Source: an optimization exercise on an open RTL-to-GDS flow (aim: small area, a short achievable clock period and few clock cycles). Production flows keep margins and buffers that such runs may drop. Only simulation tests tie the RTL to the original design; equivalence was not proved. Power is estimated from default activity; no workload was simulated.

**design/flow/design.v**
```verilog
`default_nettype none
package pe_pkg;
	typedef logic signed [21-1:0] psum_t;
	typedef logic [$clog2(16)-1:0] psum_idx_t;
endpackage
`default_nettype wire
`timescale 1ns/1ns
`default_nettype none
module pe_top (
	input  wire                          clock,
	input  wire                          reset,
	input  wire                          load_en,
	input  wire                          mac_en,
	output logic                         cal_fin,
	input  wire                          psum_clear,
	input  wire                          psum_enq_en,
	input  wire                          psum_in_valid,
	input  wire pe_pkg::psum_t           psum_in,
	output logic                         psum_in_ready,
	input  wire                          psum_out_ready,
	output logic                         psum_out_valid,
	output pe_pkg::psum_t                psum_out,
	output logic                         psum_acc_fin,
	input  wire                          iact_data_in_valid,
	input  wire  [13-1:0]     iact_data_in,
	output logic                         iact_data_write_fin,
	input  wire                          weight_ptr_in_valid,
	input  wire  [7-1:0]            weight_ptr_in,
	output logic                         weight_ptr_write_fin,
	input  wire                          weight_data_in_valid,
	input  wire  [12-1:0]   weight_data_in,
	output logic                         weight_data_write_fin
);
	localparam int PW   = 21;
	localparam int ROWS = 16 - 1;    
	logic       ia_beat, ia_last, ia_loaded;
	logic [4:0] ia_wr;
	logic       pt_beat, pt_last, pt_loaded;
	logic [4:0] pt_wr;
	logic       wt_beat, wt_last, wt_loaded;
	logic [6:0] wt_wr;
	assign ia_beat = load_en && iact_data_in_valid && !ia_loaded;
	assign ia_last = ia_beat && (iact_data_in[12:5] == 8'd0);
	assign pt_beat = load_en && weight_ptr_in_valid && !pt_loaded;
	assign pt_last = pt_beat && (pt_wr == 5'd31);
	assign wt_beat = load_en && weight_data_in_valid && !wt_loaded;
	assign wt_last = wt_beat && (weight_data_in[11:4] == 8'd0);
	always_ff @(posedge clock) begin
		if (reset) begin
			ia_wr <= '0; ia_loaded <= 1'b0; iact_data_write_fin   <= 1'b0;
			pt_wr <= '0; pt_loaded <= 1'b0; weight_ptr_write_fin  <= 1'b0;
			wt_wr <= '0; wt_loaded <= 1'b0; weight_data_write_fin <= 1'b0;
		end else begin
			iact_data_write_fin   <= ia_last;
			weight_ptr_write_fin  <= pt_last;
			weight_data_write_fin <= wt_last;
			if (!load_en) begin
				ia_wr <= '0; ia_loaded <= 1'b0;
				pt_wr <= '0; pt_loaded <= 1'b0;
				wt_wr <= '0; wt_loaded <= 1'b0;
			end else begin
				if (ia_beat) begin ia_wr <= ia_wr + 1'b1; ia_loaded <= ia_last; end
				if (pt_beat) begin pt_wr <= pt_wr + 1'b1; pt_loaded <= pt_last; end
				if (wt_beat) begin wt_wr <= wt_wr + 1'b1; wt_loaded <= wt_last; end
			end
		end
	end
	logic [4:0]  ia_len;
	logic [31:0] ia_occ;
	always_ff @(posedge clock) begin
		if (ia_beat) begin
			if (ia_last)
				ia_len <= ia_wr;
			if (ia_wr == 5'd0)
				ia_occ <= ia_last ? 32'd0 : (32'd1 << iact_data_in[4:0]);
			else if (!ia_last)
				ia_occ <= ia_occ | (32'd1 << iact_data_in[4:0]);
		end
	end
	logic [12:0] ia_mem [31];
	logic [11:0] we_mem [64];
	logic [11:0] wo_mem [63];
	logic [6:0]  pt_mem [32];
	always_ff @(posedge clock) begin
		if (ia_beat && ia_wr != 5'd31)
			ia_mem[ia_wr] <= iact_data_in;
		if (pt_beat)
			pt_mem[pt_wr] <= weight_ptr_in;
		if (wt_beat && !wt_wr[0])
			we_mem[wt_wr[6:1]] <= weight_data_in;
		if (wt_beat && wt_wr[0] && wt_wr[6:1] != 6'd63)
			wo_mem[wt_wr[6:1]] <= weight_data_in;
	end
	logic ia_act, pt_act, wt_act;
	assign ia_act = (ia_wr != 5'd0) && !ia_loaded;
	assign pt_act = (pt_wr != 5'd0) && !pt_loaded;
	assign wt_act = (wt_wr != 7'd0) && !wt_loaded;
	logic restart_load;
	assign restart_load = (ia_beat && ia_wr == 5'd0) ||
	                      (pt_beat && pt_wr == 5'd0) ||
	                      (wt_beat && wt_wr == 7'd0);
	logic        eng_valid;     
	logic        mac_pend;
	logic        restart;
	logic        f_done;
	logic [4:0]  f_idx;
	logic        nv;            
	logic [7:0]  n_val;
	logic [6:0]  n_j, n_end;
	logic        cv;            
	logic [7:0]  c_val;
	logic [6:0]  c_j, c_end;
	logic        a_v0, a_v1;    
	logic [7:0]  a_val;
	logic [11:0] a_w0, a_w1;
	logic        b_v0, b_v1;    
	logic signed [15:0] b_p0, b_p1;
	logic [3:0]  b_r0, b_r1;
	logic [PW-1:0] dreg [ROWS];
	logic [PW-1:0] preg [ROWS];
	logic        eng_done, merge;
	assign restart = restart_load || (mac_en && !eng_valid);
	logic sweep_load;
	assign sweep_load = (pt_beat && pt_wr == 5'd0) || (wt_beat && wt_wr == 7'd0) ||
	                    pt_act || wt_act;
	logic        swp;
	logic [4:0]  sc, pos;
	logic [30:0] s_m, s_rest;
	logic [4:0]  s_pi, s_nc;
	logic        s_any, s_multi, s_hi, s_go;
	logic [31:0] s_occ_hi;
	always_comb begin
		for (int i = 0; i < 31; i++)
			s_m[i] = (ia_mem[i][4:0] == sc) && (5'(i) < ia_len) && (5'(i) >= pos);
		s_pi = '0;
		for (int i = 30; i >= 0; i--)
			if (s_m[i]) s_pi = 5'(i);
		s_any = |s_m;
		s_rest = s_m;
		s_rest[s_pi] = 1'b0;
		s_multi = |s_rest;
		for (int c = 0; c < 32; c++)
			s_occ_hi[c] = ia_occ[c] && (5'(c) > sc);
		s_nc = '0;
		for (int c = 31; c >= 0; c--)
			if (s_occ_hi[c]) s_nc = 5'(c);
		s_hi = |s_occ_hi;
	end
	logic [12:0] f_ent;
	logic [7:0]  f_val;
	logic [4:0]  f_col;
	logic [6:0]  f_start, f_end;
	logic        f_avail, f_col_ok, f_go, n_take;
	logic [4:0]  f_i;
	assign f_i      = swp ? s_pi : f_idx;
	assign f_ent    = (f_i == 5'd31) ? 13'd0 : ia_mem[f_i];
	assign f_val    = f_ent[12:5];
	assign f_col    = swp ? sc : f_ent[4:0];
	assign f_start  = (f_col == 5'd0) ? 7'd0 : pt_mem[f_col - 1'b1];
	assign f_end    = pt_mem[f_col];
	assign f_avail  = !ia_act || (f_idx < ia_wr);
	assign f_col_ok = !pt_act || (f_col < pt_wr);
	assign f_go     = eng_valid && !swp && !f_done && (!nv || n_take) && f_avail;
	assign s_go     = eng_valid && swp && !f_done && (!nv || n_take) && !ia_act && f_col_ok;
	logic [5:0]  e_addr, o_addr;
	logic [11:0] e_w, o_w, w0, w1;
	logic        ok0, has1, ok1, issue, fin;
	logic [6:0]  j1, nj;
	assign j1     = c_j + 1'b1;
	assign e_addr = j1[6:1];
	assign o_addr = c_j[6:1];
	assign e_w    = we_mem[e_addr];
	assign o_w    = (o_addr == 6'd63) ? 12'd0 : wo_mem[o_addr];
	assign w0     = c_j[0] ? o_w : e_w;
	assign w1     = c_j[0] ? e_w : o_w;
	assign ok0    = !wt_act || (c_j < wt_wr);
	assign has1   = (j1 != c_end);
	assign ok1    = has1 && (!wt_act || (j1 < wt_wr)) &&
	                !(w0[3:0] == w1[3:0] && w0[3:0] != 4'hf);
	assign issue  = cv && ok0;
	assign nj     = ok1 ? c_j + 7'd2 : j1;
	assign fin    = issue && (nj == c_end);
	assign n_take = nv && (!cv || fin);
	logic signed [7:0]  m_a, m_w0, m_w1;
	assign m_a  = a_val;
	assign m_w0 = a_w0[11:4];
	assign m_w1 = a_w1[11:4];
	assign eng_done = f_done && !nv && !cv && !a_v0 && !a_v1 && !b_v0 && !b_v1;
	assign merge    = mac_pend && eng_done;
	assign cal_fin  = merge;
	always_ff @(posedge clock) begin
		if (reset) begin
			eng_valid <= 1'b0;
			mac_pend  <= 1'b0;
			f_done    <= 1'b1;
			f_idx     <= '0;
			nv        <= 1'b0;
			cv        <= 1'b0;
			a_v0      <= 1'b0;
			a_v1      <= 1'b0;
			b_v0      <= 1'b0;
			b_v1      <= 1'b0;
		end else if (restart) begin
			eng_valid <= 1'b1;
			mac_pend  <= mac_en;
			f_done    <= 1'b0;
			f_idx     <= '0;
			nv        <= 1'b0;
			cv        <= 1'b0;
			a_v0      <= 1'b0;
			a_v1      <= 1'b0;
			b_v0      <= 1'b0;
			b_v1      <= 1'b0;
			swp       <= sweep_load;
			sc        <= '0;
			pos       <= '0;
		end else begin
			if (mac_en)
				mac_pend <= 1'b1;
			else if (merge)
				mac_pend <= 1'b0;
			if (n_take)
				nv <= 1'b0;
			if (f_go) begin
				if (f_val == 8'd0) begin
					f_done <= 1'b1;
				end else if (f_col_ok) begin
					f_idx <= f_idx + 1'b1;
					if (f_start != f_end) begin
						nv    <= 1'b1;
						n_val <= f_val;
						n_j   <= f_start;
						n_end <= f_end;
					end
				end
			end
			if (s_go) begin
				if (s_any && f_start != f_end) begin
					nv    <= 1'b1;
					n_val <= f_val;
					n_j   <= f_start;
					n_end <= f_end;
					pos   <= s_pi + 1'b1;
				end
				if (!s_any || !s_multi || f_start == f_end) begin
					pos <= '0;
					sc  <= s_nc;
					if (!s_hi)
						f_done <= 1'b1;
				end
			end
			if (!cv || fin) begin
				cv <= nv;
				c_val <= n_val;
				c_j   <= n_j;
				c_end <= n_end;
			end else if (issue) begin
				c_j <= nj;
			end
			a_v0  <= issue && (w0[3:0] != 4'hf);
			a_v1  <= issue && ok1 && (w1[3:0] != 4'hf);
			a_val <= c_val;
			a_w0  <= w0;
			a_w1  <= w1;
			b_v0 <= a_v0;
			b_v1 <= a_v1;
			b_p0 <= m_a * m_w0;
			b_p1 <= m_a * m_w1;
			b_r0 <= a_w0[3:0];
			b_r1 <= a_w1[3:0];
		end
	end
	logic [PW-1:0] acc0, acc1;
	assign acc0 = dreg[b_r0] + {{(PW-16){b_p0[15]}}, b_p0};
	assign acc1 = dreg[b_r1] + {{(PW-16){b_p1[15]}}, b_p1};
	always_ff @(posedge clock) begin
		for (int r = 0; r < ROWS; r++) begin
			if (restart)
				dreg[r] <= '0;
			else if (b_v0 && b_r0 == 4'(r))
				dreg[r] <= acc0;
			else if (b_v1 && b_r1 == 4'(r))
				dreg[r] <= acc1;
		end
	end
	logic [PW-1:0] msum [ROWS];
	always_comb
		for (int r = 0; r < ROWS; r++)
			msum[r] = preg[r] + dreg[r];
	always_ff @(posedge clock) begin
		for (int r = 0; r < ROWS; r++) begin
			if (reset || psum_clear)
				preg[r] <= '0;
			else if (merge)
				preg[r] <= msum[r];
		end
	end
	logic       draining;
	logic [3:0] drain_idx;
	logic       xfer;
	logic [PW-1:0] drain_data;
	logic [3:0] drain_nidx;
	assign drain_nidx     = drain_idx + 1'b1;
	assign psum_out_valid = draining && psum_in_valid;
	assign psum_in_ready  = draining && psum_out_ready;
	assign psum_out       = drain_data + psum_in;
	assign xfer           = draining && psum_in_valid && psum_out_ready;
	assign psum_acc_fin   = xfer && (drain_idx == 4'hf);
	always_ff @(posedge clock) begin
		if (psum_enq_en)
			drain_data <= merge ? msum[0] : preg[0];
		else if (xfer)
			drain_data <= (drain_nidx == 4'hf) ? '0 : preg[drain_nidx];
	end
	always_ff @(posedge clock) begin
		if (reset) begin
			draining  <= 1'b0;
			drain_idx <= '0;
		end else if (psum_enq_en) begin
			draining  <= 1'b1;
			drain_idx <= '0;
		end else if (xfer) begin
			drain_idx <= drain_idx + 1'b1;
			if (psum_acc_fin)
				draining <= 1'b0;
		end
	end
endmodule
`default_nettype wire
```
**design/flow/run.sh**
```bash
#!/bin/bash
# synth_recipe.tcl (not shown) runs the flow's synth.tcl, then flattens the netlist and writes it again
# the make line also repeats each setting of config.mk as NAME=value (left out here)
make -C /OpenROAD-flow-scripts/flow DESIGN_CONFIG=/design/flow/config.mk WORK_HOME=/design/flow/orfs CLKGATE_MAP_FILE= SYNTH_SCRIPT=/design/flow/synth_recipe.tcl finish
```
**design/flow/config.mk**
```make
export PLATFORM = sky130hd
export DESIGN_NAME = pe_top
export DESIGN_NICKNAME = pe_top
export VERILOG_FILES = /design/flow/design.v
export SDC_FILE = /design/flow/constraint.sdc
export NUM_CORES = 4
export LEC_CHECK = 0
export CAP_MARGIN = 20
export CORE_MARGIN = 2
export CORE_UTILIZATION = 40
export SLEW_MARGIN = 20
```
**design/flow/constraint.sdc**
```tcl
create_clock -name core_clock -period 8.0 [get_ports {clock}]
set_input_delay 1.6000 -clock core_clock [delete_from_list [all_inputs] [get_ports {clock}]]
set_output_delay 1.6000 -clock core_clock [all_outputs]
set_load 0.01 [all_outputs]
```
==> flow_metrics.py <==
metrics = {
    "logic_synthesis": {
        "synth_edf_count": 2348,
        "synth_top_area_share_pct": 47.5,
        "netlist_top_cells_count": "2348 x edfxtp_1, 1601 x nand2_1, 825 x nor2_1",
        "synth_most_common_cell": "edfxtp_1",
        "async_reset_ff_share_pct": 0,
        "yosys_warnings": 4,
        "ys_seq_area_share_pct": 56.6,
        "synthDistinctLibCells": 109,
        "synth_seq_cells": 3026,
        "syn_area_per_cell_um2": 12.2,
        "synth_cells": 12200,
        "synth.largest_area_cell": "edfxtp_1",
        "yosys-top-cells-area": "edfxtp_1 47%, dfxtp_1 9.1%, mux4_2 8.1%",
        "synthFlopType": "edfxtp_1",
        "synth_area_um2": 149000,
        "syn-num-nets": 12800,
    },
    "cts": {
        "cts_buffers": 334,
        "cts_root_buf": "clkbuf_16",
        "cts_tree": "done",
        "ctsLongestPathBuffers": 4,
        "postCtsHoldBufs": 0,
        "insertion_delay_ns": 0.97,
        "htreeDepth": 5,
        "path_clk_slew_ns": 0.06,
        "cts_sinks": 3026,
    },
    "detailed_routing": {
        "drt_iter0_drc": 14800,
        "routedWlPerCell_um": 27.7,
        "ant_nets": 0,
        "drc": 0,
        "routed_wl_um": 489000,
        "vias": 105000,
        "first_pass_iters": 11,
        "viasPerCell": 5.96,
    },
    "die": {
        "start_util_pct": 40.2,
        "die_width_um": 613,
        "num_rows": 223,
        "dieArea_um2": 376000,
        "core_um2": 369000,
        "die_h_um": 613,
        "io_pins": 92,
    },
    "setup_path": {
        "crit_path_start_kind": "flip-flop",
        "r2r_slack_ns": 0.20,
        "required_ns": 8.59,
        "critPathBufInv": 6,
        "slowest_delay_ns": 0.61,
        "reg2reg_depth": 28,
        "path_class": "reg2reg",
        "path_delay_family": "simple AND/OR/NAND/NOR gates",
        "r2r_start": "pos[0]",
        "cp_max_fo": 14,
        "cp.arrival_ns": 8.39,
        "cpMaxStageDelayCell": "or4_4",
        "r2r-end": "n_val[7]",
        "cp_common_cell": "buf_12",
        "critPathCaptureType": "flip-flop",
    },
    "timing": {
        "drv_slew": 0,
        "finalSetupViolCount": 0,
        "setup_ws_ns": 0.201,
        "fmax_ghz": 0.128,
        "worst_pin_slew_ns": 1.36,
        "tns_ns": 0,
        "period_needed_ns": 7.80,
        "fin_crit_sh_pct": 97.5,
        "skew_ns": 0.123,
        "hold_viol_final": 0,
        "relSlewSlack_pct": 9.55,
    },
    "finish": {
        "final_cells": 17700,
        "multiInputGateArea_um2": 60200,
        "fill_cells": 33100,
        "nets": 13100,
        "area_growth_pct": 13.8,
        "seq_area_um2": 84100,
        "drive_gt1_share_pct": 14.5,
    },
    "placed_design": {
        "place_hpwl_um": 329000,
        "dp_slack_ns": -0.444,
        "portBuffers": 91,
        "gp_congestion": 0.959,
        "place_inst": 17000,
    },
    "global_route": {
        "antenna_found_initial": 22,
        "grt_max_degree": 223,
        "track_usage_pct": 25.5,
        "grt_pass1_wl_um": 706000,
        "grt_overflow": 0,
        "grt_pass1_vias": 99300,
    },
    "pwr": {
        "p_leak_nw": 58.1,
        "power.density_nw_per_um2": 229,
        "power_mw": 38.7,
        "irDropWorstVdd_uv": 201,
    },
    "flow_run": {
        "maxCapViolations": 0,
    },
    "min_path": {
        "whs_path_depth": 0,
        "hold_class": "reg2reg",
        "min-delay-start": "c_val[0]",
        "holdPathEnd": "a_val[0]",
    },
    "outcome": {
        "status": "no timing/DRC/antenna violations",
    },
}
-- per-stage QoR --
stage / hold WS, ns / cell area, µm² / util (%)
after global routing: 0.388 / 169000 / 45.8
final: 0.389 / 169000 / 45.8
after detailed placement: 0.405 / 158000 / 42.7
after floorplan: 0.400 / 149000 / -
after global placement: 0.407 / 158000 / 42.7
after CTS: 0.402 / 169000 / 45.6
-- cells in the final DEF, fill, tap and decap left out, drive strengths merged, types with 147 or more instances in the layout --
master / netlist / layout
edfxtp: 2348 / 2348
nand2: 1601 / 1601
nor2: 828 / 828
dfxtp: 678 / 678
o21ai: 661 / 661
a21oi: 631 / 631
buf: 165 / 585
inv: 523 / 540
mux4: 536 / 536
ha: 461 / 461
clkbuf: 572 / 416
xnor2: 340 / 340
o211ai: 253 / 253
nand3: 247 / 247
a22oi: 220 / 220
mux2i: 200 / 200
nor3: 151 / 151
xor2: 147 / 147
-- sequential cells by signal (all words and copies together), names as in the netlist, 21 cells and up, named ones only --
| name | cells |
|---|---|
| we_mem | 768 |
| wo_mem | 756 |
| ia_mem | 416 |
| dreg | 315 |
| preg | 315 |
| pt_mem | 224 |
| ia_occ | 31 |
| drain_data | 21 |
-- area by class of cell --
type	count	area share, %
antenna	35	0.0518
clock buffer	416	5.27
clock inverter	189	1.13
inverter	529	1.18
multi-input combinational	7894	35.6
sequential	3026	49.7
tap	4950	3.66
timing repair buffer	654	3.34
-- worst reg2reg max path: cells and delay by family (launching register included) --
kind            cells  cell delay (ns)
compound gates      9             2.06
fa+ha+maj           1             0.27
buf+inv             6             0.98
flops               1             0.50
mux                 2             0.44
simple gates       10             3.26
-- worst max-delay path by stage --
stage | endpoint | depth (start not counted) | start | slack, ns
6_report | n_val[7] | 28 | pos[0] | 0.20
5_1_grt | n_val[7] | 28 | sc[0] | -0.005
4_1_cts | psum_out[20] | 27 | psum_in[0] | 0.003
3_5_place_dp | psum_out[20] | 27 | psum_in[0] | -0.44
3_3_place_gp | psum_out[20] | 27 | psum_in[0] | -0.61
2_1_floorplan | n_end[2] | 28 | pos[3] | 0.1
-- power breakdown --
part | switching [mW] | internal [mW]
sequential | 0.207 | 17.1
clock | 6.59 | 8.85
combinational | 3.64 | 2.23
total | 10.4 | 28.2
-- what timing repair did --
| action | 4_1_cts | 5_1_grt |
|---|---|---|
| buffers inserted | 0 | 10 |
| pin swaps | 0 | 6 |
| resized for setup | 10 | 17 |
| setup endpoints to repair | 22 | 36 |
| cloned | 0 | 0 |
-- kinds of logic (layout without fill, tap and decap cells) --
family,Yosys count,in the layout,share of synthesized area [%]
other,0,35,0
buffers and inverters,1266,1788,3.37
AOI/OAI and AO/OA,2644,2644,11.7
adders and majority gates,590,590,5.62
DFF,3026,3026,56.6
and+or+nand+nor,3389,3389,9.96
xor gates and xnor gates,487,487,2.88
muxes,784,784,9.85
-- per-layer routing --
metal	routed length [µm]	vias up	GRT usage, %
li1	-	46200	-
met1	203000	52100	36.1
met2	212000	5815	38.0
met3	48900	1238	5.27
met4	24300	22	10.8
met5	180	-	0
Testbench counts, summed over its fixed seeds: cycles 13,279.

[port drivers added, routing unchanged]
No port has a modelled driver above. Below, the same layout with a new extraction and two added sets of constraints. Step 1 (the two cells are an assumption about what drives the block):
set clk [get_ports {clock}]
set_driving_cell -lib_cell sky130_fd_sc_hd__clkbuf_16 $clk
set_driving_cell -lib_cell sky130_fd_sc_hd__buf_2 [delete_from_list [all_inputs] $clk]
Step 2 times the ports against the registers' clock, not the clock port: input delays grow and output delays shrink by t, the midpoint of the rising clock arrivals with the driver on. Slacks: no drivers / after step 1 / after step 2; pairs: no drivers / after step 1.
t, ns: 1.014
setup slack, ns: 0.201 / 0.201 / 0.201
worst register clock-pin slew, ns: 0.07 / 0.07
After both steps this run still meets setup and hold. For this run, drivers alone change the setup slack by 0.000 ns; drivers and shift together by 0.000 ns.
